This is an optimization exercise on Yosys and OpenROAD, whose aim is small area and a short achievable clock period, not a production implementation. Only simulation tests tie the RTL to the original design; equivalence was not proved. Power is estimated from default activity; no workload was simulated.

==> flow/design.v, too long to show whole: its modules and the start of the top module <==
// module ycc_sat: 6 lines
// module ycc_ch0: 642 lines
// module ycc_ch1: 419 lines
// module ycc_ch2: 378 lines
// module ycc_dsel: 6 lines
// module ycc_ha: 4 lines
// module ycc_fa: 4 lines
// module ycbcr_rgb_color_convert: 82 lines
module ycbcr_rgb_color_convert
(
	input  logic                  clk,
	input  logic                  arst_n,
	input  logic                  start,
	output logic                  busy,
	input  logic [COMP_W-1:0]     comp0,
	input  logic [COMP_W-1:0]     comp1,
	input  logic [COMP_W-1:0]     comp2,
	input  logic                  frame_end,
	output logic                  done,
	output logic [COMP_W-1:0]     out0,
	output logic [COMP_W-1:0]     out1,
	output logic [COMP_W-1:0]     out2,
	output logic                  last_pixel,
	input  logic                  cfg_wr_en,
	input  logic [CFG_IDX_W-1:0]  cfg_index,
	input  logic [CFG_DATA_W-1:0] cfg_data
);
  // ...
==> flow/flow/run.sh <==
#!/bin/bash
# Layout flow: the standard ORFS flow (standard.sh, unchanged synthesis), with plain buffers
# (buf_1) instead of the default delay-cell buffers on the input and output ports. Each tool's
# full output is kept: ORFS's per-step logs under orfs/logs/, and make's own output in
# flow_make.log in this folder.
set -euo pipefail
bash standard.sh "BUFFER_PORTS_ARGS=-buffer_cell sky130_fd_sc_hd__buf_1" finish > flow_make.log 2>&1
test -s out/final.def
==> flow/standard.sh <==
#!/bin/bash
# synth_recipe.tcl (not shown) runs the flow's synth.tcl, then flattens the netlist and writes it again
# the make line also repeats each setting of config.mk as NAME=value (left out here)
make -C /OpenROAD-flow-scripts/flow DESIGN_CONFIG=/design/flow/config.mk WORK_HOME=/design/flow/orfs CLKGATE_MAP_FILE= SYNTH_SCRIPT=/design/flow/synth_recipe.tcl "${@:-finish}"
==> flow/config.mk <==
export PLATFORM = sky130hd
export DESIGN_NAME = ycbcr_rgb_color_convert
export DESIGN_NICKNAME = ycbcr_rgb_color_convert
export VERILOG_FILES = /design/flow/design.v
export SDC_FILE = /design/flow/constraint.sdc
export NUM_CORES = 4
export LEC_CHECK = 0
export CAP_MARGIN = 20
export CORE_MARGIN = 2
export CORE_UTILIZATION = 55
export SETUP_SLACK_MARGIN = 3.6
export SLEW_MARGIN = 20
export SYNTH_HIERARCHICAL = 1
==> flow/constraint.sdc <==
create_clock -name core_clock -period 6.5 [get_ports {clk}]
set_input_delay 1.3000 -clock core_clock [delete_from_list [all_inputs] [get_ports {clk}]]
set_output_delay 1.3000 -clock core_clock [all_outputs]
set_load 0.01 [all_outputs]
==> impl_metrics.env, run 1 <==
export IMPL_use_met3_pct=5.498
export IMPL_buffer_area_share_pct=3.962
export IMPL_power_mw=9.115
export IMPL_netlist_area_um2=13140
export IMPL_outcome="timing/DRC/antenna clean"
export IMPL_worstRegToRegCells=7
export IMPL_ff2ff_setup_slack_ns=3.63
export IMPL_timing_fmax_ghz=0.3481
export IMPL_yosysWarningCount=13
export IMPL_drc=0
export IMPL_met2_length_mm=14.54
export IMPL_max_stage_delay_ns=0.51
export IMPL_rsz0062_at_grt="yes"
export IMPL_synthSimpleGateAreaFrac_pct=12.47
export IMPL_period_minus_slack_ns=2.873
export IMPL_top_layer_used="met4"
export IMPL_portBuffers=65
export IMPL_setup_viol=0
export IMPL_async_flop_share_pct=8.140
export IMPL_dpl_worst_slack_ns=2.835
export IMPL_gp_congestion=0.9438
export IMPL_via_count=9527
export IMPL_met2_usage_pct=42.90
export IMPL_power_density_nw_per_um2=616.7
export IMPL_wl_met3_mm=2.113
==> run 2, diff against run 1 <==
--- a/flow/config.mk
+++ b/flow/config.mk
@@ -8,5 +8,5 @@
 export CAP_MARGIN = 20
 export CORE_MARGIN = 2
-export CORE_UTILIZATION = 55
+export CORE_UTILIZATION = 40
 export SETUP_SLACK_MARGIN = 3.6
 export SLEW_MARGIN = 20
==> run 2 against run 1 <==
Net effect:
- still clean on timing, DRC and antenna
- worst setup slack better by 0.042 ns
- cell count is 8.0% higher
- register-to-register slack better by 0.05 ns
- global-route usage is 7.0 points lower
- critical path type is now in2reg
==> impl_metrics.env, run 2 <==
export IMPL_cts_root_buf="clkbuf_16"
export IMPL_yosysSeqAreaShare_pct=26.74
export IMPL_grt_busiest_layer="met2"
export IMPL_power_density_nw_per_um2=608.0
export IMPL_fin_nets=1694
export IMPL_rsz0062_at_grt="yes"
export IMPL_viasPerCell=5.274
export IMPL_area_delta_synth_final_pct=14.61
export IMPL_post_route_util_pct=46.40
export IMPL_grt_usage_pct=20.34
export IMPL_synth_edf_count=0
export IMPL_cp_start_kind="input pin"
export IMPL_yosysTopAreaCell="fa_1"
export IMPL_syn_inst=1280
export IMPL_period_share_pct=43.55
export IMPL_final_max_slew_viol_count=0
export IMPL_clkSinkCount=172
export IMPL_syn_nets=1601
export IMPL_setup_viol=0
export IMPL_ff2ff_setup_slack_ns=3.68
export IMPL_synthDistinctLibCells=77
export IMPL_grt_start_max_net_pins=40
export IMPL_cp_data_required_time_ns=6.83
export IMPL_htreeDepth=4
export IMPL_tritoncts="built"
export IMPL_finalSetupTns_ns=0
export IMPL_cp_max_fo=3
export IMPL_slew_headroom_pct=51.09
export IMPL_grt_first_pass_wirelength_mm=52.85
export IMPL_fillers=3062
export IMPL_drc=0
export IMPL_clk_path_buf_depth=2
export IMPL_yosysMostFrequentCell="fa_1"
export IMPL_use_met3_pct=3.637
export IMPL_period_minus_slack_ns=2.831
export IMPL_drive_gt1_share_pct=15.22
export IMPL_gp_congestion=0.8919
export IMPL_synthTopCellsByArea="fa_1 (26%), dfxtp_1 (24%), ha_1 (10%)"
export IMPL_ir_drop_uv=248.4
export IMPL_die_area_um2=34310
export IMPL_timing_fmax_ghz=0.3533
export IMPL_drt_initial_drc_count=682
export IMPL_first_pass_iters=5
export IMPL_critPathKind="in2reg"
export IMPL_drv_cap=0
export IMPL_rows=66
export IMPL_reg_top3="u_ch0.r0_q (19), u_ch0.r1_q (19)"
export IMPL_netlist_area_um2=13140
export IMPL_wirelength_mm=33.71
export IMPL_ys_seq_elements=172
export IMPL_fp_dieH_um=185.2
export IMPL_cts_buffers=17
export IMPL_finalHoldViolations=0
export IMPL_p_leak_nw=6.578
export IMPL_outcome="timing/DRC/antenna clean"
export IMPL_tightest_slew_ns=0.7321
export IMPL_power_mw=9.154
export IMPL_cts_hold_buffers=0
export IMPL_portBuffers=65
export IMPL_yosysWarningCount=13
export IMPL_grt_use_met1_pct=27.39
export IMPL_min_path_type="reg2reg"
export IMPL_final_common_cell="fa_1"
export IMPL_dpl_worst_slack_ns=2.839
export IMPL_clock_latency_ns=0.45
export IMPL_setup_ws_ns=3.669
export IMPL_dp_hpwl_mm=25.10
export IMPL_synth_top_area_share_pct=26.21
export IMPL_grt_pass1_vias=9694
export IMPL_async_flop_share_pct=8.140
export IMPL_crit_arrival_ns=3.16
export IMPL_gr_total_overflow=0
export IMPL_synth_ff_type="dfxtp_1"
export IMPL_end_kind="flip-flop"
export IMPL_mostFrequentLayoutCells="fa_1 (169), dfxtp_1 (139), nand2_1 (114)"
export IMPL_postSynthAreaPerCell_um2=10.26
export IMPL_met2_usage_pct=33.52
export IMPL_antenna_found_initial=0
export IMPL_clkTransAtPathRegs_ns=0.08
export IMPL_core_area_um2=32450
export IMPL_ios=67
export IMPL_die_w_um=185.2
export IMPL_diodes=0
export IMPL_finClkSkew_ns=0.01371
export IMPL_synth_commonest_cells="fa_1 (172), dfxtp_1 (158), nand2_1 (119), ha_1 (109), a21oi_1 (82)"
export IMPL_initial_core_util_pct=40.48
export IMPL_drtAntennaViolNets=0
export IMPL_wl_per_cell_um=18.44
export IMPL_via_count=9641
-- run 2: changes by cell type in the layout (fill, tap and decap cells not counted), sizes merged --
cell / previous run / this run
inv: 81 / 83
bufinv: 1 / 0
clkbuf: 19 / 17
buf: 97 / 110
-- run 2: cell type report --
| class | instances | area, um2 | area share, % |
|---|---|---|---|
| Clock buffer | 17 | 425.4 | 2.825 |
| Inverter | 77 | 321.6 | 2.136 |
| Clock inverter | 15 | 146.4 | 0.9722 |
| Tap cell | 442 | 553.0 | 3.673 |
| Timing Repair inverter | 2 | 17.52 | 0.1163 |
| Multi-Input combinational cell | 993 | 9340 | 62.03 |
| Timing Repair Buffer | 110 | 673.1 | 4.471 |
| Sequential cell | 172 | 3580 | 23.77 |
-- run 2: what timing repair did --
| item | CTS | global route |
|---|---|---|
| setup endpoints to repair | 44 | 39 |
| pin swaps | 4 | 8 |
| cloned | 0 | 2 |
| resized for setup | 41 | 45 |
| setup buffers | 14 | 27 |
-- run 2: critical path, stage by stage --
cell	delay [ns]
buf_1	0.12
ha_4	0.18
inv_2	0.05
fa_2	0.23
nor2b_4	0.05
o31a_1	0.26
or4_1	0.42
a31oi_1	0.20
mux2_1	0.34
-- run 2: kinds of logic after synthesis --
family | Yosys count | share of synthesized area, %
fa+ha+maj | 282 | 36.68
other cells | 1 | 0.02854
flops | 172 | 26.74
compound gates | 286 | 13.91
buf+inv | 115 | 3.800
simple gates | 341 | 12.47
mux | 56 | 4.581
xor+xnor | 27 | 1.800
-- run 2: final timing paths --
| path | end | start | cells after the start |
|---|---|---|---|
| setup reg to reg | u_ch1.c_q | u_ch1.u_dsel0.q | 10 |
| min in group asynchronous | v2 | arst_n | 1 |
| max in group asynchronous | ofs_q[0] | arst_n | 1 |
| setup / recovery | x0_1[8] | comp0[0] | 9 |
| hold / removal | last_pixel | l2 | 0 |
| hold reg to reg | last_pixel | l2 | 0 |
-- run 2: per-module statistics from Yosys, one instance, submodules excluded --
| module | flops+latches | cell area, um2 | copies in the design |
|---|---|---|---|
| ycbcr_rgb_color_convert | 73 | 3363 | 1 |
| ycc_ch0 | 39 | 2325 | 1 |
| ycc_ch1 | 27 | 1742 | 1 |
| ycc_ch2 | 27 | 1533 | 1 |
| ycc_sat | 0 | 82.58 | 3 |
| ycc_dsel | 2 | 43.79 | 3 |
| ycc_fa | 0 | 20.02 | 169 |
| ycc_ha | 0 | 12.51 | 33 |
-- run 2: routing by layer --
| metal | vias up | wire length (um) |
|---|---|---|
| li1 | 4586 | - |
| met3 | 47 | 1925 |
| met2 | 300 | 15770 |
| met1 | 4708 | 15380 |
| met5 | - | 0 |
| met4 | 0 | 641 |
-- run 2: through the flow --
step | instances | area (um2) | hold WS (ns)
finish | 1828 | 15060 | 0.3200
floorplan | 1280 | 13230 | 0.3096
detailed placement | 1753 | 13830 | 0.3135
CTS | 1799 | 14670 | 0.3292
global placement | 1753 | 13830 | 0.3170
global route | 1828 | 15060 | 0.3397
-- run 2: report_power, final --
group	internal, mW	total (mW)	switching, mW	leakage [nW]
combinational	2.77	6.25	3.48	4.80
clock	0.510	1.01	0.502	0.277
sequential	1.63	1.89	0.263	1.50
total	4.91	9.15	4.25	6.58
==> run 3, diff against run 2 <==
--- a/flow/config.mk
+++ b/flow/config.mk
@@ -8,5 +8,6 @@
 export CAP_MARGIN = 20
 export CORE_MARGIN = 2
-export CORE_UTILIZATION = 40
+export CORE_UTILIZATION = 55
+export PLACE_DENSITY = 0.8
 export SETUP_SLACK_MARGIN = 3.6
 export SLEW_MARGIN = 20
==> run 3 against run 2 <==
Net effect:
- sequential power is essentially flat
- critical path depth decreased by 2
- count of clock-buffer cells in the layout stayed put
==> impl_metrics.env, run 3 <==
export IMPL_area_delta_synth_final_pct=12.89
export IMPL_cts_buffers=17
export IMPL_initial_core_util_pct=55.97
export IMPL_fin_nets=1685
export IMPL_async_flop_share_pct=8.140
export IMPL_postSynthAreaPerCell_um2=10.26
export IMPL_drive_gt1_share_pct=14.67
export IMPL_rsz0062_at_grt="yes"
export IMPL_min_path_type="reg2reg"
export IMPL_final_common_cell="fa_1"
export IMPL_cp_depth=7
export IMPL_p_leak_nw=6.556
export IMPL_crit_buf_inv=1
export IMPL_first_pass_iters=5
export IMPL_grt_first_pass_wirelength_mm=52.62
export IMPL_cp_start_kind="flip-flop"
export IMPL_wirelength_mm=33.43
export IMPL_switchingPower_mw=4.323
export IMPL_synthDistinctLibCells=77
export IMPL_critPathKind="reg2reg"
export IMPL_ys_seq_elements=172
export IMPL_timing_fmax_ghz=0.3418
export IMPL_max_stage_delay_ns=0.55
export IMPL_grt_start_max_net_pins=40
export IMPL_slew_headroom_pct=53.40
export IMPL_sequentialPowerShare_pct=20.3
export IMPL_pwr_share_clk_pct=11.4
export IMPL_power_internal_mw=4.944
export IMPL_period_share_pct=45.01
export IMPL_die_area_um2=25140
export IMPL_finClkSkew_ns=0.01407
export IMPL_gr_total_overflow=0
export IMPL_synth_ff_type="dfxtp_1"
export IMPL_critical_path_startpoint="u_ch0.u_dsel0.q"
export IMPL_antenna_found_initial=0
export IMPL_mostFrequentLayoutCells="fa_1 (166), dfxtp_1 (141), nand2_1 (114)"
export IMPL_yosysSeqAreaShare_pct=26.74
export IMPL_crit_path_top_delay_cell="fa_2"
export IMPL_drt_initial_drc_count=772
export IMPL_r2r_start="u_ch0.u_dsel0.q"
export IMPL_portBuffers=65
export IMPL_synth_edf_count=0
export IMPL_via_count=9992
export IMPL_htreeDepth=4
export IMPL_ff2ff_setup_slack_ns=3.57
export IMPL_clkSinkCount=172
export IMPL_final_max_slew_viol_count=0
export IMPL_reg2reg_to="u_ch0.r0_q[6]"
export IMPL_gp_congestion=0.9592
export IMPL_final_cell_area_um2=14830
export IMPL_tightest_slew_ns=0.6990
export IMPL_clkTransAtPathRegs_ns=0.08
export IMPL_die_w_um=158.6
export IMPL_synth_top_area_share_pct=26.21
export IMPL_cts_hold_buffers=0
export IMPL_synth_commonest_cells="fa_1 (172), dfxtp_1 (158), nand2_1 (119), ha_1 (109), a21oi_1 (82)"
export IMPL_drc=0
export IMPL_yosysWarningCount=13
export IMPL_finalHoldViolations=0
export IMPL_syn_inst=1280
export IMPL_reg_top3="u_ch0.r0_q (19), u_ch0.r1_q (19)"
export IMPL_end_kind="flip-flop"
export IMPL_grt_usage_pct=27.63
export IMPL_cp_max_fo=7
export IMPL_core_area_um2=23470
export IMPL_power_density_nw_per_um2=624.9
export IMPL_combPwrFrac_pct=68.3
export IMPL_viasPerCell=5.892
export IMPL_fp_dieH_um=158.6
export IMPL_crit_chain="buf_4 -> nand2_1 -> o21ai_1 -> fa_2 -> fa_1 -> fa_2 -> fa_1"
export IMPL_rows=56
export IMPL_setup_viol=0
export IMPL_synthTopCellsByArea="fa_1 (26%), dfxtp_1 (24%), ha_1 (10%)"
export IMPL_clock_latency_ns=0.44
export IMPL_diodes=0
export IMPL_critPathCapture="u_ch0.r0_q[6]"
export IMPL_tritoncts="built"
export IMPL_cp_data_required_time_ns=6.83
export IMPL_outcome="timing/DRC/antenna clean"
export IMPL_clk_path_buf_depth=2
export IMPL_ir_drop_uv=313.9
export IMPL_period_minus_slack_ns=2.926
export IMPL_syn_nets=1601
export IMPL_grt_pass1_vias=10190
export IMPL_wl_per_cell_um=19.71
export IMPL_yosysTopAreaCell="fa_1"
export IMPL_ios=67
export IMPL_hold_ws_ns=0.3306
export IMPL_crit_arrival_ns=3.26
export IMPL_yosysMostFrequentCell="fa_1"
export IMPL_drtAntennaViolNets=0
export IMPL_drv_cap=0
export IMPL_worstRegToRegCells=7
export IMPL_cts_root_buf="clkbuf_16"
export IMPL_switching_share_pct=46.65
export IMPL_placed_area_um2=13680
export IMPL_dp_hpwl_mm=24.17
export IMPL_crit_family="adder cells"
export IMPL_finalSetupTns_ns=0
export IMPL_netlist_area_um2=13140
run 3: cell counts after synthesis:
No cell type changed its count.
run 3: per-module statistics from Yosys (local to each module, per instance):
module / cell area [um2] / flops+latches
ycc_ch0: 2325 / 39
ycc_ch2: 1533 / 27
ycc_ch1: 1742 / 27
ycc_fa: 20.02 / 0
ycc_ha: 12.51 / 0
ycc_sat: 82.58 / 0
ycc_dsel: 43.79 / 2
ycbcr_rgb_color_convert: 3363 / 73
run 3: how the worst min path moves through the flow:
| stage | slack, ns | from | endpoint | depth (start not counted) |
|---|---|---|---|---|
| finish | 0.33 | s1 | s2 | 0 |
| global placement | 0.32 | s1 | s2 | 0 |
| floorplan | 0.31 | d1 | d2 | 0 |
| detailed placement | 0.31 | s1 | s2 | 0 |
| global route | 0.33 | s1 | s2 | 0 |
| CTS | 0.33 | s1 | s2 | 0 |
run 3: worst register-to-register path: stages (launching register included):
cell and delay, ns:
dfxtp_4 0.44, buf_4 0.20, nand2_1 0.11, o21ai_1 0.20, fa_2 0.52, fa_1 0.39
fa_2 0.55, fa_1 0.40
run 3: layout make-up:
type / count / area (um2)
repair buffers: 102 / 621.8
clock buffers: 17 / 425.4
flip-flops and latches: 172 / 3570
clock inverters: 15 / 186.4
repair inverters: 1 / 8.758
multi-input cells: 993 / 9309
fillers: 1839 / 8642
well taps: 319 / 399.1
inverters: 77 / 310.3
run 3: power groups by stage:
stage               sequential, mW  clock (mW)  combinational (mW)
floorplan                     1.85           0                4.58
detailed placement            1.94           0                5.92
global placement              1.93           0                5.67
finish                        1.88        1.06                6.33
CTS                           1.90        1.06                6.10
global route                  1.92        1.11                7.10
run 3: metal layers:
metal | track usage (%) | vias up | part of all wire, %
met2 | 45.33 | 453 | 48
li1 | - | 4564 | -
met4 | 10.08 | 0 | 3.3
met5 | 0 | - | 0
met3 | 5.961 | 78 | 7.6
met1 | 36.22 | 4897 | 41
run 3: cells by family after synthesis:
| family | after synthesis | synth area share, % |
|---|---|---|
| adder cells (fa/ha/maj) | 282 | 36.68 |
| XOR/XNOR | 27 | 1.800 |
| other | 1 | 0.02854 |
| AND/OR/NAND/NOR | 341 | 12.47 |
| AO/OA/AOI/OAI | 286 | 13.91 |
| multiplexers | 56 | 4.581 |
| flip-flops | 172 | 26.74 |
| buffers and inverters | 115 | 3.800 |
run 3: timing repair:
action / 4_1_cts / 5_1_grt
setup buffers: 12 / 19
endpoints found under the hold margin: 0 / 0
cloned: 0 / 2
pin swaps: 5 / 10
resized for setup: 35 / 40
setup endpoints to repair: 43 / 44
run 3: per-stage QoR:
stage                     power, mW  worst slack (ns)  std cells  util, %
after CTS                     9.059             3.584       1675    61.91
after floorplan               6.432             3.495       1280        -
after global placement        7.600             2.867       1631    58.29
after global routing          10.13             3.504       1696    63.18
final                         9.267             3.574       1696    63.18
after detailed placement      7.861             2.898       1631    58.29
==> run 4, diff against run 3 <==
--- a/flow/config.mk
+++ b/flow/config.mk
@@ -8,7 +8,8 @@
 export CAP_MARGIN = 20
 export CORE_MARGIN = 2
-export CORE_UTILIZATION = 55
-export PLACE_DENSITY = 0.8
+export CORE_UTILIZATION = 40
+export CTS_BUF_LIST = sky130_fd_sc_hd__clkbuf_8
 export SETUP_SLACK_MARGIN = 3.6
 export SLEW_MARGIN = 20
 export SYNTH_HIERARCHICAL = 1
+export TNS_END_PERCENT = 5
==> run 4 against run 3 <==
Net effect:
- worst hold slack gained 0.014 ns
- clock skew grew 0.00065 ns
- critical path type unchanged
- critical path depth is 1 lower
- combinational power fell by 4.4%
- non-clock buffer count down 22
- global-route usage shrank 7.1 points
- via count fell by 6.5%
==> impl_metrics.env, run 4 <==
export IMPL_period_share_pct=45.54
export IMPL_synthDistinctLibCells=77
export IMPL_cts_root_buf="clkbuf_8"
export IMPL_portBuffers=65
export IMPL_placed_area_um2=13790
export IMPL_final_cell_area_um2=14490
export IMPL_synth_edf_count=0
export IMPL_diodes=0
export IMPL_switchingPower_mw=4.117
export IMPL_die_area_um2=34310
export IMPL_first_pass_iters=6
export IMPL_min_path_type="reg2reg"
export IMPL_final_max_slew_viol_count=0
export IMPL_layout_cells_non_filler=1796
export IMPL_reg2reg_to="u_ch0.r0_q[5]"
export IMPL_wirelength_mm=33.08
export IMPL_grt_pass1_vias=9720
export IMPL_grt_usage_pct=20.55
export IMPL_via_count=9344
export IMPL_drive_gt1_share_pct=10.93
export IMPL_r2r_start="x2_1[5]"
export IMPL_numPlacedInstances=1756
export IMPL_ios=67
export IMPL_hp_start="l2"
export IMPL_gr_total_overflow=0
export IMPL_cp_data_required_time_ns=6.87
export IMPL_final_common_cell="fa_1"
export IMPL_synthTopCellsByArea="fa_1 (26%), dfxtp_1 (24%), ha_1 (10%)"
export IMPL_grt_first_pass_wirelength_mm=53.35
export IMPL_ys_seq_elements=172
export IMPL_area_delta_synth_final_pct=10.27
export IMPL_clock_latency_ns=0.49
export IMPL_clkTransAtPathRegs_ns=0.11
export IMPL_yosysMostFrequentCell="fa_1"
export IMPL_fin_nets=1662
export IMPL_cts_hold_buffers=0
export IMPL_power_internal_mw=4.652
export IMPL_tightest_slew_ns=0.7172
export IMPL_layout_area_seq_um2=3558
export IMPL_yosysWarningCount=13
export IMPL_reg_top3="u_ch0.r0_q (19), u_ch0.r1_q (19)"
export IMPL_end_kind="flip-flop"
export IMPL_initial_core_util_pct=40.48
export IMPL_wl_per_cell_um=18.42
export IMPL_combPwrFrac_pct=69.0
export IMPL_sequentialPowerShare_pct=21.5
export IMPL_core_area_um2=32450
export IMPL_grt_start_max_net_pins=40
export IMPL_syn_nets=1601
export IMPL_hold_path_depth=0
export IMPL_tritoncts="built"
export IMPL_drtAntennaViolNets=0
export IMPL_finalHoldViolations=0
export IMPL_cts_buffers=17
export IMPL_drc=0
export IMPL_rows=66
export IMPL_die_w_um=185.2
export IMPL_fp_dieH_um=185.2
export IMPL_synth_ff_type="dfxtp_1"
export IMPL_period_minus_slack_ns=2.960
export IMPL_async_flop_share_pct=8.140
export IMPL_pwr_share_clk_pct=9.5
export IMPL_ir_drop_uv=239.6
export IMPL_outcome="timing/DRC/antenna clean"
export IMPL_drv_cap=0
export IMPL_multi_input_area_um2=9189
export IMPL_clk_path_buf_depth=2
export IMPL_yosysTopAreaCell="fa_1"
export IMPL_mostFrequentLayoutCells="fa_1 (170), dfxtp_1 (142), nand2_1 (117)"
export IMPL_gp_congestion=0.9016
export IMPL_slew_headroom_pct=52.09
export IMPL_viasPerCell=5.203
export IMPL_power_density_nw_per_um2=605.4
export IMPL_finalSetupTns_ns=0
export IMPL_htreeDepth=4
export IMPL_ff2ff_setup_slack_ns=3.54
export IMPL_synth_top_area_share_pct=26.21
export IMPL_yosysSeqAreaShare_pct=26.74
export IMPL_p_leak_nw=6.351
export IMPL_fillers=3092
export IMPL_dp_hpwl_mm=25.40
export IMPL_finClkSkew_ns=0.01473
export IMPL_antenna_found_initial=1
export IMPL_postSynthAreaPerCell_um2=10.26
export IMPL_rsz0062_at_grt="yes"
export IMPL_drt_initial_drc_count=585
export IMPL_cp_max_fo=12
export IMPL_syn_inst=1280
export IMPL_critPathKind="reg2reg"
export IMPL_setup_viol=0
export IMPL_clkSinkCount=172
export IMPL_switching_share_pct=46.95
export IMPL_crit_arrival_ns=3.33
export IMPL_netlist_area_um2=13140
export IMPL_timing_fmax_ghz=0.3378
export IMPL_holdPathEnd="last_pixel"
export IMPL_worstRegToRegCells=6
export IMPL_cp_start_kind="flip-flop"
export IMPL_synth_commonest_cells="fa_1 (172), dfxtp_1 (158), nand2_1 (119), ha_1 (109), a21oi_1 (82)"
[run 4: cell count changes in the layout (fill, tap and decap cells not counted), sizes merged]
cell	before	now
buf	101	78
bufbuf	0	1
bufinv	0	2
inv	84	81
[run 4: metrics by stage]
stage | power [mW] | utilization, % | hold slack, ns | worst slack, ns
after floorplan | 6.403 | - | 0.3096 | 3.409
after CTS | 8.837 | 44.50 | 0.3496 | 3.510
after global routing | 9.751 | 44.64 | 0.3516 | 3.376
after detailed placement | 7.887 | 42.50 | 0.3147 | 2.838
final | 8.770 | 44.64 | 0.3444 | 3.540
after global placement | 7.765 | 42.50 | 0.3159 | 2.856
[run 4: cell families (layout without fill, tap and decap cells)]
| family | Yosys count | after routing | share of synthesized area [%] |
|---|---|---|---|
| AOI/OAI and AO/OA | 286 | 286 | 13.91 |
| xor gates and xnor gates | 27 | 27 | 1.800 |
| adders and majority gates | 282 | 282 | 36.68 |
| buffers and inverters | 115 | 189 | 3.800 |
| DFF | 172 | 172 | 26.74 |
| muxes | 56 | 56 | 4.581 |
| other | 1 | 1 | 0.02854 |
| and+or+nand+nor | 341 | 341 | 12.47 |
[run 4: routing by layer]
| metal | GRT usage (%) | vias up | part of all wire (%) |
|---|---|---|---|
| met5 | 0 | - | 0.042 |
| met1 | 27.66 | 4542 | 47 |
| met2 | 33.43 | 233 | 46 |
| met4 | 6.317 | 2 | 2.2 |
| li1 | - | 4516 | - |
| met3 | 4.011 | 51 | 4.8 |
[run 4: cell type report]
type | count | area share [%]
clock buffer | 17 | 1.615
clock inverter | 15 | 1.408
inverter | 77 | 2.030
multi-input combinational | 993 | 63.43
sequential | 172 | 24.56
tap | 442 | 3.818
timing repair buffer | 80 | 3.135
[run 4: power by group through the flow]
| stage | Combinational (mW) | Sequential (mW) | Clock (mW) |
|---|---|---|---|
| floorplan | 4.56 | 1.85 | 0 |
| global placement | 5.84 | 1.93 | 0 |
| detailed placement | 5.95 | 1.93 | 0 |
| CTS | 6.08 | 1.89 | 0.859 |
| global route | 6.91 | 1.94 | 0.899 |
| finish | 6.05 | 1.89 | 0.833 |
[run 4: worst max-delay path: stages, from the launching register on]
cell	delay, ns
dfxtp_2	0.56
nor2b_1	0.30
a21oi_1	0.13
fa_1	0.54
fa_1	0.40
fa_1	0.51
fa_1	0.40
[run 4: worst max-delay path by stage]
stage                         start        endpoint  slack (ns)  cells past startpoint
finish                      x2_1[5]   u_ch0.r0_q[5]        3.54                      6
CTS                         x0_1[8]  u_ch0.r0_q[11]        3.51                      6
floorplan                  comp0[0]         x0_1[8]        3.41                      8
detailed placement  u_ch0.u_dsel0.q   u_ch0.r0_q[8]        2.84                      8
global route        u_ch1.u_dsel0.q       u_ch1.c_q        3.38                     11
global placement    u_ch0.u_dsel0.q   u_ch0.r0_q[9]        2.86                      8
[run 4: per-module statistics from Yosys, one instance, submodules excluded]
| module | cells | flops+latches | area [um2] |
|---|---|---|---|
| ycc_ha | 1 | 0 | 12.51 |
| ycc_sat | 10 | 0 | 82.58 |
| ycc_ch0 | 311 | 39 | 2325 |
| ycc_dsel | 3 | 2 | 43.79 |
| ycc_ch2 | 172 | 27 | 1533 |
| ycbcr_rgb_color_convert | 336 | 73 | 3363 |
| ycc_ch1 | 220 | 27 | 1742 |
| ycc_fa | 1 | 0 | 20.02 |
[run 4: timing repair]
| item | 4_1_cts | 5_1_grt |
|---|---|---|
| pin swaps | 3 | 1 |
| gates resized for setup | 42 | 6 |
| cloned | 1 | 1 |
| endpoints found under the hold margin | 0 | 0 |
| buffers inserted | 6 | 0 |
| endpoints found under the setup margin | 45 | 50 |
==> run 5, diff against run 4 <==
--- a/flow/config.mk
+++ b/flow/config.mk
@@ -10,6 +10,5 @@
 export CORE_UTILIZATION = 40
 export CTS_BUF_LIST = sky130_fd_sc_hd__clkbuf_8
-export SETUP_SLACK_MARGIN = 3.6
+export SETUP_SLACK_MARGIN = 3.5
 export SLEW_MARGIN = 20
 export SYNTH_HIERARCHICAL = 1
-export TNS_END_PERCENT = 5
==> run 5 against run 4 <==
Net effect:
- synthesized area unchanged
- clock power down 7.7%
- sequential power about the same
- cell count up 1.7%
- count of clock-buffer cells in the layout unchanged
- register-to-register slack better by 0.04 ns
- sequential share of layout area down 0.34 points
- worst hold slack worse by 0.0057 ns
- core utilization up 0.83 points
- flip-flop and latch count unchanged
- total power up 0.50%
- non-clock buffer count up 28
- critical path type unchanged
- critical endpoint unchanged
==> impl_metrics.env, run 5 <==
export IMPL_area_delta_synth_final_pct=12.32
export IMPL_rsz0062_at_grt="yes"
export IMPL_synth_ff_type="dfxtp_1"
export IMPL_fin_nets=1692
export IMPL_yosysMostFrequentCell="fa_1"
export IMPL_tightest_slew_ns=0.7435
export IMPL_crit_arrival_ns=3.29
export IMPL_cp_data_required_time_ns=6.87
export IMPL_async_flop_share_pct=8.140
export IMPL_drtAntennaViolNets=0
export IMPL_cts_root_buf="clkbuf_8"
export IMPL_critPathKind="reg2reg"
export IMPL_clkTransAtPathRegs_ns=0.11
export IMPL_finalHoldViolations=0
export IMPL_power_density_nw_per_um2=597.2
export IMPL_cts_buffers=17
export IMPL_drive_gt1_share_pct=13.80
export IMPL_numPlacedInstances=1753
export IMPL_clk_path_buf_depth=2
export IMPL_setup_ws_ns=3.581
export IMPL_wirelength_mm=33.89
export IMPL_yosysTopAreaCell="fa_1"
export IMPL_fp_dieH_um=185.2
export IMPL_crit_family="adder cells"
export IMPL_ir_drop_uv=265.0
export IMPL_via_count=9645
export IMPL_die_area_um2=34310
export IMPL_final_max_slew_viol_count=0
export IMPL_core_area_um2=32450
export IMPL_placed_area_um2=13800
export IMPL_crit_chain="buf_4 -> nand2b_1 -> nand2_1 -> fa_1 -> fa_1 -> fa_1 -> fa_1"
export IMPL_grt_usage_pct=20.68
export IMPL_finClkSkew_ns=0.01698
export IMPL_hold_ws_ns=0.3387
export IMPL_final_cell_area_um2=14760
export IMPL_period_share_pct=44.91
export IMPL_yosysWarningCount=13
export IMPL_clock_latency_ns=0.49
export IMPL_diodes=0
export IMPL_synth_commonest_cells="fa_1 (172), dfxtp_1 (158), nand2_1 (119), ha_1 (109), a21oi_1 (82)"
export IMPL_final_common_cell="fa_1"
export IMPL_period_minus_slack_ns=2.919
export IMPL_post_route_util_pct=45.47
export IMPL_synthDistinctLibCells=77
export IMPL_ios=67
export IMPL_power_mw=8.813
export IMPL_outcome="timing/DRC/antenna clean"
export IMPL_gp_congestion=0.8741
export IMPL_portBuffers=65
export IMPL_syn_inst=1280
export IMPL_netlist_area_um2=13140
export IMPL_min_path_type="reg2reg"
export IMPL_wl_per_cell_um=18.56
export IMPL_synth_top_area_share_pct=26.21
export IMPL_first_pass_iters=6
export IMPL_crit_path_top_delay_cell="fa_1"
export IMPL_drv_cap=0
export IMPL_antenna_found_initial=0
export IMPL_htreeDepth=4
export IMPL_gr_total_overflow=0
export IMPL_postSynthAreaPerCell_um2=10.26
export IMPL_clkSinkCount=172
export IMPL_initial_core_util_pct=40.48
export IMPL_end_kind="flip-flop"
export IMPL_yosysSeqAreaShare_pct=26.74
export IMPL_max_stage_delay_ns=0.51
export IMPL_grt_start_max_net_pins=41
export IMPL_finalSetupTns_ns=0
export IMPL_crit_buf_inv=1
export IMPL_dp_hpwl_mm=25.63
export IMPL_reg_top3="u_ch0.r0_q (19), u_ch0.r1_q (19)"
export IMPL_slew_headroom_pct=50.43
export IMPL_dpl_worst_slack_ns=2.437
export IMPL_synth_edf_count=0
export IMPL_layout_cells_non_filler=1826
export IMPL_ys_seq_elements=172
export IMPL_cp_start_kind="flip-flop"
export IMPL_cts_hold_buffers=0
export IMPL_timing_fmax_ghz=0.3426
export IMPL_syn_nets=1601
export IMPL_tritoncts="built"
export IMPL_crit_top_cell="fa_1"
export IMPL_die_w_um=185.2
export IMPL_rows=66
export IMPL_synthTopCellsByArea="fa_1 (26%), dfxtp_1 (24%), ha_1 (10%)"
export IMPL_p_leak_nw=6.477
export IMPL_grt_pass1_vias=9835
export IMPL_drc=0
export IMPL_grt_first_pass_wirelength_mm=53.94
export IMPL_setup_viol=0
export IMPL_mostFrequentLayoutCells="fa_1 (171), dfxtp_1 (141), nand2_1 (117)"
export IMPL_viasPerCell=5.282
export IMPL_drt_initial_drc_count=790
export IMPL_cp_max_fo=12
-- run 5: cell counts after synthesis --
No cell type changed its count.
-- run 5: routing by layer --
| metal | global-route usage (%) | share of wire, % |
|---|---|---|
| met1 | 28.22 | 46 |
| met2 | 33.79 | 46 |
| met3 | 3.480 | 5.3 |
| met4 | 5.905 | 2.1 |
| met5 | 0 | 0 |
-- run 5: final timing paths --
kind	from	endpoint	slack, ns	depth (start not counted)
worst min-delay path	l2	last_pixel	0.34	0
worst max-delay path	u_ch0.u_dsel0.q	u_ch0.r0_q[5]	3.58	7
worst max register to register	u_ch0.u_dsel0.q	u_ch0.r0_q[5]	3.58	7
max in group asynchronous	arst_n	ofs_q[0]	5.19	1
min in group asynchronous	arst_n	ofs_q[6]	0.84	1
worst min register to register	l2	last_pixel	0.34	0
-- run 5: where the power goes --
group	switching, mW	total (mW)	internal, mW
combinational	3.44	6.16	2.72
sequential	0.259	1.88	1.63
clock	0.476	0.769	0.293
total	4.17	8.81	4.64
-- run 5: kinds of logic after synthesis --
family,synth area share [%]
simple gates,12.47
compound gates,13.91
fa+ha+maj,36.68
flops,26.74
buf+inv,3.800
mux,4.581
xor+xnor,1.800
other cells,0.02854
-- run 5: area by class of cell --
| cell class | instances | area (um2) |
|---|---|---|
| Clock inverter | 15 | 175.2 |
| Sequential cell | 172 | 3575 |
| Multi-Input combinational cell | 993 | 9254 |
| Tap cell | 442 | 553.0 |
| Inverter | 77 | 314.1 |
| Timing Repair inverter | 2 | 17.52 |
| Timing Repair Buffer | 108 | 634.4 |
| Clock buffer | 17 | 234.0 |
| Fill cell | 3084 | 17700 |
-- run 5: Yosys stat by module (local to each module, per instance) --
module / copies in the design / area (um2) / cells inside
ycc_sat: 3 / 82.58 / 10
ycc_ch1: 1 / 1742 / 220
ycc_ha: 33 / 12.51 / 1
ycc_fa: 169 / 20.02 / 1
ycc_ch2: 1 / 1533 / 172
ycbcr_rgb_color_convert: 1 / 3363 / 336
ycc_ch0: 1 / 2325 / 311
ycc_dsel: 3 / 43.79 / 3
-- run 5: what timing repair did --
item,4_1_cts,5_1_grt
buffers inserted,14,25
gates cloned,0,2
pin swaps,0,8
endpoints found under the setup margin,38,28
gates resized for setup,33,31
==> run 6, diff against run 5 <==
--- a/flow/config.mk
+++ b/flow/config.mk
@@ -10,5 +10,5 @@
 export CORE_UTILIZATION = 40
 export CTS_BUF_LIST = sky130_fd_sc_hd__clkbuf_8
-export SETUP_SLACK_MARGIN = 3.5
+export SETUP_SLACK_MARGIN = 3.7
 export SLEW_MARGIN = 20
 export SYNTH_HIERARCHICAL = 1
==> run 6 against run 5 <==
Net effect:
- wire length is 1.1% lower
- worst setup slack gained 0.086 ns
- count of clock-buffer cells in the layout is the same
- sequential share of layout area decreased by 0.16 points
- critical endpoint unchanged
- highest routed layer unchanged
==> impl_metrics.env, run 6 <==
export IMPL_outcome="timing/DRC/antenna clean"
export IMPL_timing_fmax_ghz=0.3530
export IMPL_synth_commonest_cells="fa_1 (172), dfxtp_1 (158), nand2_1 (119), ha_1 (109), a21oi_1 (82)"
export IMPL_final_common_cell="fa_1"
export IMPL_postSynthAreaPerCell_um2=10.26
export IMPL_clkSinkCount=172
export IMPL_combPwrFrac_pct=69.6
export IMPL_cp_data_required_time_ns=6.88
export IMPL_grt_pass1_vias=10050
export IMPL_via_count=9534
export IMPL_synth_ff_type="dfxtp_1"
export IMPL_tightest_slew_ns=0.7458
export IMPL_drtAntennaViolNets=0
export IMPL_clk_path_buf_depth=2
export IMPL_reg_top3="u_ch0.r0_q (19), u_ch0.r1_q (19)"
export IMPL_synthDistinctLibCells=77
export IMPL_synthTopCellsByArea="fa_1 (26%), dfxtp_1 (24%), ha_1 (10%)"
export IMPL_critPathKind="reg2reg"
export IMPL_min_path_type="reg2reg"
export IMPL_rsz0062_at_grt="yes"
export IMPL_area_delta_synth_final_pct=13.41
export IMPL_period_share_pct=43.59
export IMPL_antenna_found_initial=0
export IMPL_netlist_area_um2=13140
export IMPL_diodes=0
export IMPL_drc=0
export IMPL_multi_input_area_um2=9333
export IMPL_fin_nets=1690
export IMPL_holdPathEnd="l2"
export IMPL_power_mw=8.883
export IMPL_synth_top_area_share_pct=26.21
export IMPL_synth_edf_count=0
export IMPL_portBuffers=65
export IMPL_mostFrequentLayoutCells="fa_1 (162), dfxtp_1 (137), nand2_1 (114)"
export IMPL_ir_drop_uv=208.4
export IMPL_die_area_um2=34310
export IMPL_gp_congestion=0.8945
export IMPL_die_w_um=185.2
export IMPL_crit_path_top_delay_cell="fa_1"
export IMPL_setup_ws_ns=3.667
export IMPL_layout_area_seq_um2=3585
export IMPL_yosysTopAreaCell="fa_1"
export IMPL_switchingPower_mw=4.191
export IMPL_crit_arrival_ns=3.21
export IMPL_yosysSeqAreaShare_pct=26.74
export IMPL_slew_headroom_pct=50.28
export IMPL_crit_chain="buf_12 -> nand2b_1 -> nand2_1 -> fa_1 -> fa_1 -> fa_1 -> fa_1"
export IMPL_max_stage_delay_ns=0.51
export IMPL_async_flop_share_pct=8.140
export IMPL_setup_viol=0
export IMPL_core_area_um2=32450
export IMPL_wl_per_cell_um=18.37
export IMPL_reg2reg_to="u_ch0.r0_q[5]"
export IMPL_wirelength_mm=33.51
export IMPL_cp_start_kind="flip-flop"
export IMPL_power_internal_mw=4.692
export IMPL_syn_inst=1280
export IMPL_r2r_start="u_ch0.u_dsel0.q"
export IMPL_yosysMostFrequentCell="fa_1"
export IMPL_p_leak_nw=6.507
export IMPL_viasPerCell=5.227
export IMPL_drive_gt1_share_pct=15.48
export IMPL_syn_nets=1601
export IMPL_hold_ws_ns=0.3407
export IMPL_crit_top_cell="fa_1"
export IMPL_finClkSkew_ns=0.02211
export IMPL_fillers=3028
export IMPL_dpl_worst_slack_ns=3.106
export IMPL_htreeDepth=4
export IMPL_ys_seq_elements=172
export IMPL_cts_buffers=17
export IMPL_drt_initial_drc_count=709
export IMPL_dp_hpwl_mm=25.19
export IMPL_hp_start="l1"
export IMPL_period_minus_slack_ns=2.833
export IMPL_ios=67
export IMPL_worstRegToRegCells=7
export IMPL_first_pass_iters=7
export IMPL_tritoncts="built"
export IMPL_placed_area_um2=13850
export IMPL_power_density_nw_per_um2=596.2
export IMPL_fp_dieH_um=185.2
export IMPL_gr_total_overflow=0
export IMPL_sequentialPowerShare_pct=21.1
export IMPL_cp_max_fo=9
export IMPL_rows=66
export IMPL_grt_start_max_net_pins=41
export IMPL_ff2ff_setup_slack_ns=3.67
export IMPL_initial_core_util_pct=40.48
export IMPL_finalSetupTns_ns=0
export IMPL_switching_share_pct=47.18
export IMPL_clkTransAtPathRegs_ns=0.12
export IMPL_final_max_slew_viol_count=0
export IMPL_end_kind="flip-flop"
export IMPL_drv_cap=0
export IMPL_final_cell_area_um2=14900
export IMPL_clock_latency_ns=0.51
export IMPL_finalHoldViolations=0
export IMPL_grt_first_pass_wirelength_mm=53.94
export IMPL_pwr_share_clk_pct=9.3
export IMPL_yosysWarningCount=13
export IMPL_cts_root_buf="clkbuf_8"
export IMPL_hold_path_depth=0
export IMPL_cts_hold_buffers=0
export IMPL_grt_usage_pct=20.75
-- run 6: per-stage QoR --
stage          util, %  cells
2_1_floorplan        -   1280
6_report         45.91   1824
4_1_cts          45.15   1808
5_1_grt          45.91   1824
3_5_place_dp     42.68   1752
3_3_place_gp     42.68   1752
-- run 6: cells by family after synthesis --
| logic type | Yosys count | share of synthesized area [%] |
|---|---|---|
| simple gates | 341 | 12.47 |
| compound gates | 286 | 13.91 |
| fa+ha+maj | 282 | 36.68 |
| flops | 172 | 26.74 |
| buf+inv | 115 | 3.800 |
| mux | 56 | 4.581 |
| xor+xnor | 27 | 1.800 |
| other cells | 1 | 0.02854 |
-- run 6: worst max-delay path: cells and delay by family, from the launching register on --
kind | cells | cell delay [ns]
and+or+nand+nor | 2 | 0.28
DFF | 1 | 0.41
buffers and inverters | 1 | 0.16
adders and majority gates | 4 | 1.84
-- run 6: what timing repair did --
| item | 4_1_cts | 5_1_grt |
|---|---|---|
| cloned | 1 | 2 |
| pin swaps | 2 | 7 |
| setup endpoints to repair | 55 | 30 |
| resized for setup | 51 | 34 |
| buffers inserted | 23 | 14 |
-- run 6: layer usage --
layer	track usage [%]	up-vias	share of wire, %
met3	3.598	60	5.3
met1	27.41	4639	46
met4	7.016	0	2.4
li1	-	4565	-
met2	34.40	270	47
met5	0	-	0
-- run 6: cell type report --
cell class	instances	area share (%)
clock buffers	17	1.570
clock inverters	15	1.318
inverters	77	2.057
multi-input cells	993	62.64
flip-flops and latches	172	24.06
well taps	442	3.712
repair buffers	106	4.510
repair inverters	2	0.1344
-- run 6: power groups by stage --
stage / combinational [mW] / clock [mW] / sequential [mW]
floorplan: 4.59 / 0 / 1.85
global placement: 5.84 / 0 / 1.96
detailed placement: 5.95 / 0 / 1.96
CTS: 6.15 / 0.844 / 1.90
global route: 7.07 / 0.880 / 1.92
finish: 6.19 / 0.822 / 1.88
-- run 6: worst max-delay path by stage --
stage | startpoint | to | slack, ns | depth (start not counted)
finish | u_ch0.u_dsel0.q | u_ch0.r0_q[5] | 3.67 | 7
global route | u_ch0.u_dsel0.q | u_ch0.r0_q[5] | 3.58 | 7
CTS | x0_1[8] | u_ch0.r0_q[11] | 3.69 | 6
floorplan | comp0[0] | x0_1[8] | 3.50 | 8
detailed placement | u_ch0.u_dsel0.q | u_ch0.r0_q[9] | 3.11 | 7
global placement | u_ch0.u_dsel0.q | u_ch0.r0_q[9] | 3.10 | 7
-- run 6: Yosys stat by module, one instance, submodules excluded --
module	cells inside	cell area, um2
ycc_ch0	311	2325
ycc_ch1	220	1742
ycc_dsel	3	43.79
ycbcr_rgb_color_convert	336	3363
ycc_sat	10	82.58
ycc_ch2	172	1533
ycc_fa	1	20.02
ycc_ha	1	12.51
==> run 7, diff against run 6 <==
--- a/flow/config.mk
+++ b/flow/config.mk
@@ -8,7 +8,7 @@
 export CAP_MARGIN = 20
 export CORE_MARGIN = 2
-export CORE_UTILIZATION = 40
+export CORE_UTILIZATION = 30
 export CTS_BUF_LIST = sky130_fd_sc_hd__clkbuf_8
-export SETUP_SLACK_MARGIN = 3.7
+export SETUP_SLACK_MARGIN = 3.6
 export SLEW_MARGIN = 20
 export SYNTH_HIERARCHICAL = 1
==> run 7 against run 6 <==
Net effect:
- worst hold slack lost 0.0019 ns
- combinational power up 1%
- highest routed layer unchanged
- first-iteration DRC count shrank 17%
- critical path type unchanged
- register-to-register slack got worse by 0.05 ns
- design area is 0.97% higher
==> impl_metrics.env, run 7 <==
export IMPL_fp_dieH_um=213.3
export IMPL_finalHoldViolations=0
export IMPL_yosysTopAreaCell="fa_1"
export IMPL_grt_first_pass_wirelength_mm=54.03
export IMPL_end_kind="flip-flop"
export IMPL_drv_cap=0
export IMPL_layout_cells_non_filler=1968
export IMPL_via_count=9562
export IMPL_outcome="timing/DRC/antenna clean"
export IMPL_synth_edf_count=0
export IMPL_initial_core_util_pct=30.43
export IMPL_p_leak_nw=6.497
export IMPL_antenna_found_initial=1
export IMPL_cp_max_fo=7
export IMPL_synth_commonest_cells="fa_1 (172), dfxtp_1 (158), nand2_1 (119), ha_1 (109), a21oi_1 (82)"
export IMPL_tightest_slew_ns=0.7352
export IMPL_drive_gt1_share_pct=14.98
export IMPL_postSynthAreaPerCell_um2=10.26
export IMPL_cp_start_kind="flip-flop"
export IMPL_cts_buffers=17
export IMPL_drc=0
export IMPL_clk_path_buf_depth=2
export IMPL_ir_drop_uv=207.7
export IMPL_drtAntennaViolNets=0
export IMPL_cts_root_buf="clkbuf_8"
export IMPL_timing_fmax_ghz=0.3473
export IMPL_netlist_area_um2=13140
export IMPL_dp_hpwl_mm=26.28
export IMPL_rsz0062_at_grt="yes"
export IMPL_fin_nets=1690
export IMPL_finClkSkew_ns=0.02687
export IMPL_setup_viol=0
export IMPL_drt_initial_drc_count=589
export IMPL_ys_seq_elements=172
export IMPL_tritoncts="built"
export IMPL_final_max_slew_viol_count=0
export IMPL_crit_arrival_ns=3.27
export IMPL_mostFrequentLayoutCells="fa_1 (167), dfxtp_1 (142), nand2_1 (114)"
export IMPL_rows=76
export IMPL_clock_latency_ns=0.51
export IMPL_cp_data_required_time_ns=6.89
export IMPL_min_path_type="reg2reg"
export IMPL_die_area_um2=45480
export IMPL_numPlacedInstances=1899
export IMPL_yosysSeqAreaShare_pct=26.74
export IMPL_reg_top3="u_ch0.r0_q (19), u_ch0.r1_q (19)"
export IMPL_r2r_start="u_ch0.u_dsel0.q"
export IMPL_syn_inst=1280
export IMPL_yosysMostFrequentCell="fa_1"
export IMPL_synthDistinctLibCells=77
export IMPL_final_common_cell="fa_1"
export IMPL_async_flop_share_pct=8.140
export IMPL_grt_pass1_vias=9838
export IMPL_gr_total_overflow=0
export IMPL_grt_start_max_net_pins=41
export IMPL_synth_top_area_share_pct=26.21
export IMPL_yosysWarningCount=13
export IMPL_wirelength_mm=34.45
export IMPL_portBuffers=65
export IMPL_slew_headroom_pct=50.99
export IMPL_clkTransAtPathRegs_ns=0.12
export IMPL_synth_ff_type="dfxtp_1"
export IMPL_core_area_um2=43170
export IMPL_clkSinkCount=172
export IMPL_synthTopCellsByArea="fa_1 (26%), dfxtp_1 (24%), ha_1 (10%)"
export IMPL_ios=67
export IMPL_die_w_um=213.3
export IMPL_first_pass_iters=5
export IMPL_area_delta_synth_final_pct=14.51
export IMPL_grt_usage_pct=15.65
export IMPL_power_density_nw_per_um2=595.7
export IMPL_critPathKind="reg2reg"
export IMPL_period_share_pct=44.30
export IMPL_period_minus_slack_ns=2.880
export IMPL_finalSetupTns_ns=0
export IMPL_gp_congestion=0.8867
export IMPL_htreeDepth=4
export IMPL_wl_per_cell_um=17.50
export IMPL_syn_nets=1601
export IMPL_viasPerCell=4.859
export IMPL_critical_path_startpoint="u_ch0.u_dsel0.q"
export IMPL_cts_hold_buffers=0
export IMPL_hp_start="l2"
## run 7: cell counts after synthesis
Identical to the previous run, type by type.
## run 7: timing repair
item	4_1_cts	5_1_grt
pin swaps	4	4
setup buffers	13	22
gates cloned	0	1
resized for setup	34	51
setup endpoints to repair	46	22
## run 7: per-layer routing
layer	part of all wire [%]	vias up	GRT usage (%)	wire [um]
met5	0	-	0	0
met4	1.9	0	4.598	667
met3	3.9	37	2.250	1360
met2	49	245	26.87	16880
met1	45	4717	20.42	15540
li1	-	4563	-	-
## run 7: kinds of logic after synthesis
group,count (synthesis),share of synthesized area [%]
compound gates,286,13.91
xor+xnor,27,1.800
fa+ha+maj,282,36.68
buf+inv,115,3.800
flops,172,26.74
mux,56,4.581
other cells,1,0.02854
simple gates,341,12.47
## run 7: per-stage QoR
stage	total power [mW]	util (%)	setup WS, ns	instance area [um2]	hold WS, ns
2_1_floorplan	6.432	-	3.495	13230	0.3096
3_3_place_gp	7.832	32.50	2.793	14030	0.3136
3_5_place_dp	7.943	32.50	2.846	14030	0.3179
4_1_cts	8.898	34.07	3.553	14710	0.3426
5_1_grt	9.923	34.85	3.531	15040	0.3504
6_report	8.962	34.85	3.620	15040	0.3389
## run 7: per-module statistics from Yosys, one instance, submodules excluded
module / cell area (um2) / cells / flops+latches
ycc_sat: 82.58 / 10 / 0
ycc_ch2: 1533 / 172 / 27
ycc_ch0: 2325 / 311 / 39
ycc_ha: 12.51 / 1 / 0
ycc_dsel: 43.79 / 3 / 2
ycc_ch1: 1742 / 220 / 27
ycc_fa: 20.02 / 1 / 0
ycbcr_rgb_color_convert: 3363 / 336 / 73
## run 7: cell type report
class | instances | area (um2)
fillers | 4388 | 28130
clock buffers | 17 | 234.0
multi-input cells | 993 | 9331
diodes | 1 | 2.502
inverters | 77 | 310.3
flip-flops and latches | 172 | 3568
well taps | 585 | 732.0
clock inverters | 15 | 193.9
repair inverters | 1 | 8.758
repair buffers | 107 | 663.1
## run 7: worst paths after layout
kind,to,slack (ns),cells after the start
worst max-delay path,u_ch0.r0_q[3],3.62,7
worst min-delay path,last_pixel,0.34,0
worst max register to register,u_ch0.r0_q[3],3.62,7
worst min register to register,last_pixel,0.34,0
max in group asynchronous,ofs_q[1],5.21,1
min in group asynchronous,v2,0.83,1
## run 7: power breakdown
part,switching (mW),internal (mW)
clock network,0.490,0.332
registers,0.257,1.63
logic,3.49,2.76
## run 7: worst max-delay path, stage by stage, from the launching register on
cell and delay (ns):
dfxtp_4 0.45, buf_4 0.19, nand2_1 0.09, and2_1 0.19, fa_1 0.51, fa_1 0.41
fa_1 0.51, fa_1 0.40
==> run 8, diff against run 7 <==
--- a/flow/config.mk
+++ b/flow/config.mk
@@ -8,5 +8,5 @@
 export CAP_MARGIN = 20
 export CORE_MARGIN = 2
-export CORE_UTILIZATION = 30
+export CORE_UTILIZATION = 50
 export CTS_BUF_LIST = sky130_fd_sc_hd__clkbuf_8
 export SETUP_SLACK_MARGIN = 3.6
==> run 8 against run 7 <==
Net effect:
- cell count down 13%
- still clean on timing, DRC and antenna
- highest routed layer unchanged
- clock skew fell by 0.0038 ns
- worst hold slack better by 0.00062 ns
==> impl_metrics.env, run 8 <==
export IMPL_outcome="timing/DRC/antenna clean"
export IMPL_initial_core_util_pct=50.70
export IMPL_fp_dieH_um=166.1
export IMPL_timing_fmax_ghz=0.3467
export IMPL_finalHoldViolations=0
export IMPL_post_route_util_pct=56.22
export IMPL_pwr_share_clk_pct=8.9
export IMPL_ys_seq_elements=172
export IMPL_synthTopCellsByArea="fa_1 (26%), dfxtp_1 (24%), ha_1 (10%)"
export IMPL_clk_path_buf_depth=2
export IMPL_syn_nets=1601
export IMPL_reg_top3="u_ch0.r0_q (19), u_ch0.r1_q (19)"
export IMPL_fin_nets=1677
export IMPL_viasPerCell=5.548
export IMPL_rsz0062_at_grt="yes"
export IMPL_end_kind="flip-flop"
export IMPL_synthDistinctLibCells=77
export IMPL_layout_area_seq_um2=3581
export IMPL_cp_max_fo=8
export IMPL_ir_drop_uv=292.5
export IMPL_tightest_slew_ns=0.7873
export IMPL_grt_start_max_net_pins=41
export IMPL_switching_share_pct=47.53
export IMPL_critPathKind="reg2reg"
export IMPL_drt_initial_drc_count=654
export IMPL_rows=59
export IMPL_crit_family="adder cells"
export IMPL_synth_top_area_share_pct=26.21
export IMPL_drc=0
export IMPL_final_common_cell="fa_1"
export IMPL_wl_per_cell_um=19.36
export IMPL_cts_root_buf="clkbuf_8"
export IMPL_placed_area_um2=13690
export IMPL_power_density_nw_per_um2=613.2
export IMPL_power_internal_mw=4.687
export IMPL_switchingPower_mw=4.245
export IMPL_yosysSeqAreaShare_pct=26.74
export IMPL_synth_edf_count=0
export IMPL_drive_gt1_share_pct=13.59
export IMPL_p_leak_nw=6.410
export IMPL_htreeDepth=4
export IMPL_async_flop_share_pct=8.140
export IMPL_final_max_slew_viol_count=0
export IMPL_grt_pass1_vias=9681
export IMPL_postSynthAreaPerCell_um2=10.26
export IMPL_final_cell_area_um2=14570
export IMPL_yosysTopAreaCell="fa_1"
export IMPL_sequentialPowerShare_pct=21.1
export IMPL_portBuffers=65
export IMPL_multi_input_area_um2=9271
export IMPL_tritoncts="built"
export IMPL_gp_congestion=0.9352
export IMPL_max_stage_delay_ns=0.51
export IMPL_clock_latency_ns=0.47
export IMPL_finalSetupTns_ns=0
export IMPL_cts_buffers=17
export IMPL_period_share_pct=44.38
export IMPL_combPwrFrac_pct=70.0
export IMPL_first_pass_iters=5
export IMPL_crit_top_cell="fa_1"
export IMPL_yosysWarningCount=13
export IMPL_mostFrequentLayoutCells="fa_1 (169), dfxtp_1 (138), nand2_1 (116)"
export IMPL_synth_commonest_cells="fa_1 (172), dfxtp_1 (158), nand2_1 (119), ha_1 (109), a21oi_1 (82)"
export IMPL_grt_usage_pct=24.65
export IMPL_die_w_um=166.1
export IMPL_crit_arrival_ns=3.23
export IMPL_crit_chain="clkinvlp_4 -> a21oi_1 -> fa_1 -> fa_2 -> fa_1 -> fa_1"
export IMPL_finClkSkew_ns=0.02306
export IMPL_period_minus_slack_ns=2.885
export IMPL_slew_headroom_pct=47.44
export IMPL_crit_buf_inv=1
export IMPL_via_count=9453
export IMPL_gr_total_overflow=0
export IMPL_crit_path_top_delay_cell="dfxtp_4"
export IMPL_wirelength_mm=32.98
export IMPL_drtAntennaViolNets=0
export IMPL_die_area_um2=27590
export IMPL_area_delta_synth_final_pct=10.88
export IMPL_antenna_found_initial=0
export IMPL_cts_hold_buffers=0
export IMPL_yosysMostFrequentCell="fa_1"
export IMPL_clkTransAtPathRegs_ns=0.11
export IMPL_drv_cap=0
export IMPL_min_path_type="reg2reg"
export IMPL_netlist_area_um2=13140
export IMPL_clkSinkCount=172
export IMPL_setup_viol=0
export IMPL_grt_first_pass_wirelength_mm=53.02
export IMPL_cp_data_required_time_ns=6.85
export IMPL_fillers=2323
export IMPL_cp_start_kind="flip-flop"
export IMPL_syn_inst=1280
export IMPL_diodes=0
export IMPL_synth_ff_type="dfxtp_1"
export IMPL_dp_hpwl_mm=24.99
export IMPL_ios=67
export IMPL_core_area_um2=25910
[run 8: power groups by stage]
stage | sequential [mW] | combinational, mW | clock (mW)
finish | 1.89 | 6.25 | 0.793
global placement | 1.97 | 5.90 | 0
global route | 1.94 | 7.10 | 0.864
floorplan | 1.85 | 4.58 | 0
CTS | 1.92 | 6.19 | 0.819
detailed placement | 1.97 | 6.03 | 0
[run 8: what timing repair did]
action | 4_1_cts | 5_1_grt
pin swaps | 3 | 0
buffers inserted | 10 | 16
cloned | 0 | 1
endpoints found under the hold margin | 0 | 0
gates resized for setup | 40 | 28
setup endpoints to repair | 42 | 27
[run 8: final timing paths]
check,from,slack [ns],to,cells past startpoint
worst max-delay path,x1_1[1],3.62,u_ch0.r0_q[7],6
worst min-delay path,l2,0.34,last_pixel,0
worst max register to register,x1_1[1],3.62,u_ch0.r0_q[7],6
worst min register to register,l2,0.34,last_pixel,0
max in group asynchronous,arst_n,5.21,swap_q,1
min in group asynchronous,arst_n,0.84,ofs_q[3],1
[run 8: per-layer routing]
| layer | vias to the layer above | routed length [um] | GRT usage [%] |
|---|---|---|---|
| li1 | 4543 | - | - |
| met1 | 4553 | 15420 | 33.97 |
| met2 | 310 | 14790 | 39.06 |
| met3 | 47 | 2009 | 5.148 |
| met4 | 0 | 760 | 8.091 |
| met5 | - | 0 | 0 |
[run 8: layout make-up]
type | count | area share [%]
Tap cell | 335 | 2.878
Clock inverter | 15 | 1.306
Timing Repair inverter | 1 | 0.06013
Clock buffer | 17 | 1.606
Timing Repair Buffer | 94 | 3.779
Inverter | 77 | 2.139
Sequential cell | 172 | 24.58
Multi-Input combinational cell | 993 | 63.65
[run 8: Yosys stat by module (local to each module, per instance)]
module / copies in the design / area, um2
ycbcr_rgb_color_convert: 1 / 3363
ycc_ch2: 1 / 1533
ycc_fa: 169 / 20.02
ycc_ha: 33 / 12.51
ycc_sat: 3 / 82.58
ycc_dsel: 3 / 43.79
ycc_ch1: 1 / 1742
ycc_ch0: 1 / 2325
[run 8: cell families (layout without fill, tap and decap cells)]
group / count (synthesis) / count (layout) / share of synthesized area, %
AOI/OAI and AO/OA: 286 / 286 / 13.91
DFF: 172 / 172 / 26.74
buffers and inverters: 115 / 204 / 3.800
xor gates and xnor gates: 27 / 27 / 1.800
other: 1 / 1 / 0.02854
muxes: 56 / 56 / 4.581
adders and majority gates: 282 / 282 / 36.68
and+or+nand+nor: 341 / 341 / 12.47
[run 8: through the flow]
| step | std cells | setup WS (ns) | hold WS, ns | power (mW) |
|---|---|---|---|---|
| global placement | 1645 | 2.831 | 0.3129 | 7.866 |
| global route | 1704 | 3.523 | 0.3392 | 9.908 |
| floorplan | 1280 | 3.495 | 0.3096 | 6.432 |
| detailed placement | 1645 | 2.781 | 0.3138 | 7.996 |
| finish | 1704 | 3.615 | 0.3395 | 8.932 |
| CTS | 1687 | 3.606 | 0.3384 | 8.927 |
==> run 9, diff against run 8 <==
--- a/flow/config.mk
+++ b/flow/config.mk
@@ -8,5 +8,5 @@
 export CAP_MARGIN = 20
 export CORE_MARGIN = 2
-export CORE_UTILIZATION = 50
+export CORE_UTILIZATION = 40
 export CTS_BUF_LIST = sky130_fd_sc_hd__clkbuf_8
 export SETUP_SLACK_MARGIN = 3.6
==> run 9 against run 8 <==
Net effect:
- core utilization down 11 points
- combinational power shrank 0.6%
- sequential power about the same
- synthesized area unchanged
- first-iteration DRC count grew 2.9%
- wire length increased by 0.78%
- die area rose by 24%
- fmax increased by 1.4%
- worst hold slack got worse by 0.015 ns
- critical path depth increased by 1
- register-to-register slack improved by 0.04 ns
- via count rose by 0.96%
- largest power group unchanged
==> impl_metrics.env, run 9 <==
export IMPL_synth_top_family_by_area="adder cells"
export IMPL_htreeDepth=4
export IMPL_area_delta_synth_final_pct=12.04
export IMPL_finalSetupTns_ns=0
export IMPL_synth_commonest_cells="fa_1 (172), dfxtp_1 (158), nand2_1 (119), ha_1 (109), a21oi_1 (82)"
export IMPL_setup_viol=0
export IMPL_syn_nets=1601
export IMPL_netlist_area_um2=13140
export IMPL_synth_xor_area_share_pct=1.800
export IMPL_critPathKind="reg2reg"
export IMPL_synthSimpleGateAreaFrac_pct=12.47
export IMPL_viasPerCell=5.261
export IMPL_tritoncts="built"
export IMPL_clock_latency_ns=0.49
export IMPL_yosys_area_share_adder_pct=36.68
export IMPL_rsz0062_at_grt="yes"
export IMPL_drv_cap=0
export IMPL_finClkSkew_ns=0.02300
export IMPL_gp_congestion=0.8919
export IMPL_grt_usage_pct=20.19
export IMPL_ios=67
export IMPL_wl_per_cell_um=18.32
export IMPL_outcome="timing/DRC/antenna clean"
export IMPL_synth_top_area_share_pct=26.21
export IMPL_power_density_nw_per_um2=600.9
export IMPL_final_max_slew_viol_count=0
export IMPL_drtAntennaViolNets=0
export IMPL_cp_data_required_time_ns=6.86
export IMPL_reg_top3="u_ch0.r0_q (19), u_ch0.r1_q (19)"
export IMPL_end_kind="flip-flop"
export IMPL_initial_core_util_pct=40.48
export IMPL_period_share_pct=43.76
export IMPL_drive_gt1_share_pct=13.92
export IMPL_antenna_found_initial=0
export IMPL_slew_headroom_pct=50.51
export IMPL_tightest_slew_ns=0.7371
export IMPL_ys_seq_elements=172
export IMPL_synth_edf_count=0
export IMPL_rows=66
export IMPL_fin_nets=1680
export IMPL_clkSinkCount=172
export IMPL_yosysTopAreaCell="fa_1"
export IMPL_synthDistinctLibCells=77
export IMPL_cts_buffers=17
export IMPL_postSynthAreaPerCell_um2=10.26
export IMPL_gr_total_overflow=0
export IMPL_drt_initial_drc_count=673
export IMPL_p_leak_nw=6.415
export IMPL_crit_arrival_ns=3.21
export IMPL_synthTopCellsByArea="fa_1 (26%), dfxtp_1 (24%), ha_1 (10%)"
export IMPL_yosysSeqAreaShare_pct=26.74
export IMPL_diodes=0
export IMPL_clk_path_buf_depth=2
export IMPL_grt_pass1_vias=9701
export IMPL_die_w_um=185.2
export IMPL_cts_root_buf="clkbuf_8"
export IMPL_portBuffers=65
export IMPL_timing_fmax_ghz=0.3516
export IMPL_core_area_um2=32450
export IMPL_clkTransAtPathRegs_ns=0.11
export IMPL_synth_ff_type="dfxtp_1"
export IMPL_syn_inst=1280
export IMPL_cts_hold_buffers=0
export IMPL_synthMuxAreaShare_pct=4.581
export IMPL_period_minus_slack_ns=2.844
export IMPL_async_flop_share_pct=8.140
export IMPL_finalHoldViolations=0
export IMPL_die_area_um2=34310
export IMPL_grt_start_max_net_pins=40
export IMPL_final_common_cell="fa_1"
export IMPL_grt_first_pass_wirelength_mm=52.60
export IMPL_synth_compound_area_share_pct=13.90
export IMPL_ir_drop_uv=210.6
export IMPL_post_route_util_pct=45.35
export IMPL_yosysMostFrequentCell="fa_1"
export IMPL_min_path_type="reg2reg"
export IMPL_first_pass_iters=5
export IMPL_cp_start_kind="flip-flop"
export IMPL_fp_dieH_um=185.2
export IMPL_mostFrequentLayoutCells="fa_1 (169), dfxtp_1 (139), nand2_1 (116)"
export IMPL_wirelength_mm=33.24
export IMPL_drc=0
export IMPL_via_count=9544
export IMPL_dp_hpwl_mm=25.10
export IMPL_yosysWarningCount=13
export IMPL_cp_max_fo=6
[run 9: modules after synthesis (local to each module, per instance), a selection]
module	copies in the design	cells inside
ycc_ch2	1	172
ycc_ch1	1	220
ycc_fa	169	1
ycbcr_rgb_color_convert	1	336
ycc_sat	3	10
ycc_dsel	3	3
[run 9: path summary, 6_finish.rpt]
kind                                  from       endpoint  slack, ns  depth (start not counted)
min in group asynchronous           arst_n             v2       0.84                          1
min                                     l2     last_pixel       0.32                          0
max in group asynchronous           arst_n       ofs_q[3]       5.20                          1
min reg2reg                             l2     last_pixel       0.32                          0
max                        u_ch0.u_dsel0.q  u_ch0.r0_q[5]       3.66                          7
max reg2reg                u_ch0.u_dsel0.q  u_ch0.r0_q[5]       3.66                          7
[run 9: critical path, stage by stage, from the launching register on]
cell     delay (ns)
dfxtp_4        0.40
buf_4          0.17
nand2_1        0.21
nand2_1        0.13
fa_1           0.50
fa_1           0.42
fa_1           0.51
fa_1           0.40
[run 9: final cells by class]
| type | count | area, um2 |
|---|---|---|
| multi-input cells | 993 | 9319 |
| inverters | 77 | 314.1 |
| clock buffers | 17 | 234.0 |
| repair inverters | 1 | 8.758 |
| flip-flops and latches | 172 | 3580 |
| clock inverters | 15 | 146.4 |
| repair buffers | 97 | 564.3 |
| fillers | 3107 | 17730 |
| well taps | 442 | 553.0 |
[run 9: per-stage QoR]
stage          cells  power (mW)  setup WS [ns]  cell area, um2  hold slack [ns]
4_1_cts         1793       8.777          3.600           14440           0.3304
6_report        1814       8.844          3.656           14720           0.3248
2_1_floorplan   1280       6.432          3.495           13230           0.3096
5_1_grt         1814       9.793          3.561           14720           0.3392
3_3_place_gp    1753       7.791          2.802           13830           0.3170
3_5_place_dp    1753       7.900          2.839           13830           0.3135
[run 9: cell families (layout without fill, tap and decap cells)]
group	after synthesis	after routing
AOI/OAI and AO/OA	286	286
xor gates and xnor gates	27	27
adders and majority gates	282	282
buffers and inverters	115	207
DFF	172	172
muxes	56	56
other	1	1
and+or+nand+nor	341	341
[run 9: metal layers]
layer  vias to the layer above  global-route usage [%]  routed length, um
met5                         -                       0                  0
met4                         0                   5.905                669
met3                        47                   3.775               1880
met2                       299                   33.03              15460
met1                      4649                   27.24              15230
li1                       4549                       -                  -
[run 9: power by group]
group	internal, mW	switching, mW
registers	1.63	0.257
logic	2.74	3.47
clock network	0.285	0.468
[run 9: timing repair]
action / CTS / global route
gates cloned: 0 / 1
setup endpoints to repair: 45 / 42
setup buffers: 8 / 20
gates resized for setup: 42 / 36
pin swaps: 5 / 5

-- separate check: timing with driven ports --
Ports are ideal in the flow. The routed layouts listed here were re-timed in OpenROAD.
Step 1, drivers: a clkbuf_16 drives clk and a buf_2 each remaining input, both assumed.
Step 2 also shifts input and output timing later by t, the mid clock arrival at the registers, as if the neighbouring blocks saw the same clock.
a / b / c = no drivers / after step 1 / after step 2; a / b = the first two.
run | t (ns) | slack for setup (ns)
run 1 | 0.477 | 3.627 / 3.627 / 3.231
run 2 | 0.493 | 3.669 / 3.677 / 3.205
run 3 | 0.484 | 3.574 / 3.574 / 3.238
run 4 | 0.530 | 3.540 / 3.540 / 3.178
run 5 | 0.520 | 3.581 / 3.581 / 3.248
run 6 | 0.546 | 3.667 / 3.667 / 3.253
run 7 | 0.549 | 3.620 / 3.620 / 3.231
run 8 | 0.504 | 3.615 / 3.615 / 3.226
run 9 | 0.530 | 3.656 / 3.656 / 3.228
After both steps every run listed still meets setup and hold.
